Source: an optimization exercise on an open RTL-to-GDS flow (aim: small area and a short achievable clock period). Production flows keep margins and buffers that such runs may drop.
At most, simulation tests tie the RTL to the original design; equivalence was not proved.
Power and IR drop assume default switching activity.

## build 49
==> flow/design.v (excerpt) <==
module bbox_top (
    input  logic         clk,
    input  logic         reset,
    input  logic [143:0] triangle,
    input  logic         tri_valid,
    input  logic [47:0]  screen,
    input  logic [3:0]   msaa,
    input  logic         halt,
    output logic         out_valid,
    output logic [143:0] out_triangle,
    output logic [95:0]  out_box
);
Size: ~1,800 cells after synthesis, roughly 530 flip-flops, roughly 22,000 um2 of cells after synthesis.
clock: 6.0 ns
lec_check: 0
abc_area: 1
cap_margin: 20
core_margin: 2
core_utilization: 60
cts_cluster_diameter: 100
cts_cluster_size: 24
setup_slack_margin: 3.6
slew_margin: 20
standard.sh (not shown) runs the stock make flow with config.mk's settings and CLKGATE_MAP_FILE= SYNTH_SCRIPT=/design/flow/synth_recipe.tcl, a recipe that flattens the netlist after the stock synthesis.
==> flow/flow/run.sh <==
#!/bin/bash
set -o pipefail
HERE=$(pwd)
bash standard.sh "BUFFER_PORTS_ARGS=-buffer_cell sky130_fd_sc_hd__buf_1" \
    POST_GLOBAL_PLACE_TCL=$HERE/flow/outbuf.tcl finish > standard.log 2>&1
==> flow/flow/outbuf.tcl <==
# Output port buffers: buf_1 -> buf_2
set block [ord::get_db_block]
set buf2 [[ord::get_db] findMaster sky130_fd_sc_hd__buf_2]
set n 0
foreach bt [$block getBTerms] {
  if { [$bt getIoType] != "OUTPUT" } { continue }
  set net [$bt getNet]
  if { $net == "NULL" } { continue }
  foreach it [$net getITerms] {
    set inst [$it getInst]
    if { [$it isOutputSignal] && [[$inst getMaster] getName] == "sky130_fd_sc_hd__buf_1" } {
      $inst swapMaster $buf2
      incr n
    }
  }
}
puts "outbuf.tcl: $n output port buffers made buf_2"
estimate_parasitics -placement
Build 49: done, clean on timing, DRC and antenna
Modified inputs, build 33 compared to build 49
Settings: CTS_CLUSTER_DIAMETER changed from 100 to 150; CTS_CLUSTER_SIZE changed from 24 to 30; SETUP_SLACK_MARGIN changed from 3.6 to 3.7.
Notes after the runs:
Build 33 has fmax above what build 49 had.
On number of antenna violations at the first check in global routing, the lower figure sits with build 49, not build 33.
Build 49 → build 33: total of flip-flops plus latches after synthesis roughly the same, final standard cell count with taps included and fillers excluded went down, wire length on met3 went up.
Changes observed in build 33 relative to build 49: buffers inserted during post-CTS setup optimization went up; overall via count from detail_route went down; detailed-route wire length went down.
For build 31, these inputs were changed with respect to build 33:
Settings: CORE_UTILIZATION now 55, was 60.
==> run summary <==
Build 33 → build 31: core outline area up about 9%; area added between synthesis and finish higher; worst reg-to-reg path cell count went down 8; number of max-capacitance violations reported was more or less identical; routed wire length down 0.59%.
First-pass GRT wire length in build 31 is 0.60% below build 33.
[inputs] build 5 vs build 31
Settings: CORE_UTILIZATION now 65, was 55.
==> comparison <==
- The die used by build 5 is smaller than the one used by build 31.
- Build 5 reports its topmost layer with routed signal wires as met4 while build 31 reports met5.
- Non-clock buffer count delta (build 31 -> build 5): insignificant
- Comparing the two runs side by side, build 5 comes out behind build 31 on post-placement setup slack.
- Relative to build 31, build 5 degrades first-pass GRT wire length.
- There was hardly any difference in met3 track utilization from global routing between build 5 and build 31.
- Per the final summary, build 5 finished and its layout is clean on timing, DRC and antenna.
- The post-layout total power on build 31 is in line with that on build 5.
- Routed wire in build 5 totals more than in build 31.
- From build 31 to build 5 the numbers moved as follows: utilization picked up an extra 12 points, post-synthesis cell count neither gained nor lost much, final cycle utilization of the critical path lost 0.41 points.
No run of this note included a check of the RTL's function; only the layout flow was run.

========
red:
bbox_top, a different RTL version from the one above (not shown whole).
For scale: roughly 530 flip-flops, roughly 440 I/O pins.
clock: 6.0 ns
lec_check: 0
cap_margin: 20
core_margin: 2
core_utilization: 40
setup_slack_margin: 3.7
slew_margin: 20
run.sh (not shown) runs the stock make flow with config.mk's settings and CLKGATE_MAP_FILE= SYNTH_SCRIPT=/design/flow/synth_recipe.tcl, a recipe that flattens the netlist after the stock synthesis.
Stock flow here: none of the scripts above is used.
#### Input delta (blue over red)
Settings: an added ABC_AREA of 1; an added CTS_CLUSTER_SIZE of 24; an added CTS_CLUSTER_DIAMETER of 100; a change of CORE_UTILIZATION from 40 to 70.
==> flow/flow/run.sh (new file) <==
#!/bin/bash
set -o pipefail
HERE=$(pwd)
bash standard.sh DONT_BUFFER_PORTS=1 PRE_GLOBAL_PLACE_TCL=$HERE/flow/ports.tcl finish > standard.log 2>&1
==> flow/flow/ports.tcl (new file) <==
# Every input and output port gets a buffer, as buffer_ports does in the
# standard flow, with the cell chosen per direction.
puts "Perform port buffering (flow/ports.tcl)..."
buffer_ports -inputs -buffer_cell sky130_fd_sc_hd__buf_1
buffer_ports -outputs -buffer_cell sky130_fd_sc_hd__buf_2
==> flow/standard.sh (new file) <==
#!/bin/bash
# synth_recipe.tcl (not shown) runs the flow's synth.tcl, then flattens the netlist and writes it again
# the make line also repeats each setting of config.mk as NAME=value (left out here)
make -C /OpenROAD-flow-scripts/flow DESIGN_CONFIG=/design/flow/config.mk WORK_HOME=/design/flow/orfs CLKGATE_MAP_FILE= SYNTH_SCRIPT=/design/flow/synth_recipe.tcl "${@:-finish}"
removed: flow/run.sh
## What came out
- Final non-filler cell area: red and blue compared, lower one is blue
- red → blue: share of total power in combinational logic saw a decrease; maximum vdd drop rose by 25 uV; number of logic stages on the critical path including buffering shows a reduction of 12; power consumed by sequential cells neither gained nor lost much; post-layout minimum cycle time lost 1.01 ns.
- Cmp red and blue / overall power consumption / lower: blue
- Diff red -> blue | placer congestion estimate | increase of about 11%
- Relative to red, total leakage power has decreased by 16% in blue.
- Number of buffers inserted during clock tree synthesis is lower on blue
Setup changes, blue to green
Settings: ABC_AREA removed (was 1); CORE_UTILIZATION changed from 70 to 40; CTS_CLUSTER_SIZE removed (was 24); CTS_CLUSTER_DIAMETER removed (was 100).
==> flow/flow/run.sh <==
#!/bin/bash
set -o pipefail
export BUFFER_PORTS_ARGS="-buffer_cell sky130_fd_sc_hd__buf_2"
bash standard.sh > standard.log 2>&1
removed: flow/flow/ports.tcl
Findings:
Re first-pass GRT wire length: green is 12% up on blue. Going from blue to green, total internal power now larger, total length of routed wires grew by 13%, routed length on met1 increased by 6300 um relative to the old numbers, power increased about 27%, non-clock buffer count went up 451. [compare] base=blue new=green: combinational group share of total power rose by 0.5 points; total track usage shows a reduction of 10 points; share of the clock period used by the worst path rose 16 points.
Inputs modified between green and orange:
Settings: an added ABC_AREA of 1; a change of CORE_UTILIZATION from 40 to 60; an added CTS_CLUSTER_SIZE of 24; an added CTS_CLUSTER_DIAMETER of 100.
==> flow/flow/run.sh <==
#!/bin/bash
set -o pipefail
HERE=$(pwd)
bash standard.sh DONT_BUFFER_PORTS=1 PRE_GLOBAL_PLACE_TCL=$HERE/flow/ports.tcl finish > standard.log 2>&1
==> flow/flow/ports.tcl (new file) <==
# Every input and output port gets a buffer, as buffer_ports does in the
# standard flow, with the cell chosen per direction.
puts "Perform port buffering (flow/ports.tcl)..."
buffer_ports -inputs -buffer_cell sky130_fd_sc_hd__buf_1
buffer_ports -outputs -buffer_cell sky130_fd_sc_hd__buf_2
==> comparison <==
Count of plain and timing-repair buffers in the layout went down by more than half going from green to orange.
Run comparison: green classification of the worst setup path input port to flip-flop; orange classification of the worst setup path flip-flop to output port
Post-layout minimum cycle time: green and orange compared, lower one is orange
Total of fill cells in the finished design (green / orange): 1.7
orange vs. green: wire length of the first global-routing pass went down by 8.4%; number of tap instances went down by 228; synthesized cell count went up by 471.
Function was not checked in any run of this note: the RTL went through the layout flow alone.

========
Another version of the RTL of bbox_top (not shown whole).
Size in the first run: ~1600 cells after synthesis, ~580 flip-flops, ~23000 um^2 of cells after synthesis.
clock: 6.0 ns
lec_check: 0
cap_margin: 20
core_margin: 2
core_utilization: 40
cts_cluster_diameter: 100
cts_cluster_size: 30
setup_slack_margin: 3.7
slew_margin: 20
standard.sh (not shown) runs the stock make flow with config.mk's settings and CLKGATE_MAP_FILE= SYNTH_SCRIPT=/design/flow/synth_recipe.tcl, a recipe that flattens the netlist after the stock synthesis.
==> flow/flow/run.sh <==
#!/bin/bash
set -o pipefail
export BUFFER_PORTS_ARGS="-buffer_cell sky130_fd_sc_hd__buf_2"
bash standard.sh > standard.log 2>&1
The baseline ran to the end with no violations.
Rerun with:
--- a/flow/config.mk
+++ b/flow/config.mk
@@ -6,9 +6,10 @@
 export NUM_CORES = 4
 export LEC_CHECK = 0
+export ABC_AREA = 1
 export CAP_MARGIN = 20
 export CORE_MARGIN = 2
-export CORE_UTILIZATION = 40
+export CORE_UTILIZATION = 60
 export CTS_CLUSTER_DIAMETER = 100
-export CTS_CLUSTER_SIZE = 30
+export CTS_CLUSTER_SIZE = 24
 export SETUP_SLACK_MARGIN = 3.7
 export SLEW_MARGIN = 20
=>
- The changed run completed without violations
- synthesized cell count went up by 34%
- setup slack gets better by 230 ps
- clock-buffer cell count rose by 12
- cell area falls by 1.1%
- non-clock buffer count came out lower by 39
- via count climbs by 13%
- clock skew stays flat
Rerun with:
==> flow/config.mk (replaced) <==
export PLATFORM = sky130hd
export DESIGN_NAME = bbox_top
export DESIGN_NICKNAME = bbox_top
export VERILOG_FILES = /design/flow/design.v
export SDC_FILE = /design/flow/constraint.sdc
export NUM_CORES = 4
export LEC_CHECK = 0
export CAP_MARGIN = 20
export CORE_MARGIN = 2
export CORE_UTILIZATION = 40
export SETUP_SLACK_MARGIN = 3.7
export SLEW_MARGIN = 20
Combinational power stays flat.
Via count drops by 10%.
Worst hold slack got worse by 8.6 ps.
Wire length increases by 7.5%.
Power goes up by 20%.
Sequential power barely changes.
First-iteration DRC count went down by 13%.
Sequential cell count does not change.
Maximum frequency shrinks by 7.4%.
Utilization drops by 20 points.
Rerun with:
--- a/flow/config.mk
+++ b/flow/config.mk
@@ -6,7 +6,10 @@
 export NUM_CORES = 4
 export LEC_CHECK = 0
+export ABC_AREA = 1
 export CAP_MARGIN = 20
 export CORE_MARGIN = 2
 export CORE_UTILIZATION = 40
+export CTS_CLUSTER_DIAMETER = 100
+export CTS_CLUSTER_SIZE = 24
 export SETUP_SLACK_MARGIN = 3.7
 export SLEW_MARGIN = 20
Wire length grows by about 4.4%.
Global-route usage is higher by 0.24 points.
Clock-buffer cell count shrinks by 32.
Power shrinks by 15%.
Non-clock buffer count drops by 28.
Sequential share of layout area rose by 1.7 points.
Setup slack gains 130 ps.
Worst hold slack loses 8.4 ps.
Maximum frequency grows by 5.3%.
Clock skew went up by 25 ps.
Via count went up by about 11%.

what the ideal ports hide:
Ports are ideal in the flow. The routed layouts listed here were re-timed in OpenROAD.
Step 1 assumes that a clkbuf_16 drives the clock port and a buf_2 every other input.
Step 2 adds t to the input delays and takes it off the output delays; t is the mean of the earliest and latest rising clock arrival at the registers after step 1. Input paths then give back, and output paths get back, about the clock's delay inside the block.
a / b / c = no drivers / after step 1 / after step 2; a / b = the first two.
| run | t, ns | setup WS [ns] | worst data-port slew with drivers (ns) |
|---|---|---|---|
| build 49 | 0.627 | 3.532 / 3.479 / 3.068 | 0.10 |
| build 33 | 0.600 | 3.571 / 3.516 / 3.116 | 0.11 |
| build 31 | 0.612 | 3.561 / 3.508 / 3.141 | 0.12 |
| build 5 | 0.599 | 3.586 / 3.532 / 3.054 | 0.11 |
| red | 0.653 | 2.679 / 2.631 / 1.978 | 0.13 |
| blue | 0.622 | 3.686 / 3.601 / 2.979 | 0.25 |
| green | 0.663 | 2.712 / 2.685 / 2.022 | 0.11 |
| orange | 0.635 | 3.671 / 3.587 / 2.953 | 0.23 |
| the first run of note 3 | 0.639 | 3.301 / 3.301 / 3.264 | 0.08 |
| the second run of note 3 | 0.647 | 3.530 / 3.471 / 3.150 | 0.10 |
| the third run of note 3 | 0.665 | 3.333 / 3.333 / 3.260 | 0.10 |
| the fourth run of note 3 | 0.669 | 3.467 / 3.408 / 3.206 | 0.13 |
After both steps every run listed still meets setup and hold. For orange, which loses most, drivers alone change the setup slack by -0.084 ns; drivers and shift together by -0.718 ns.
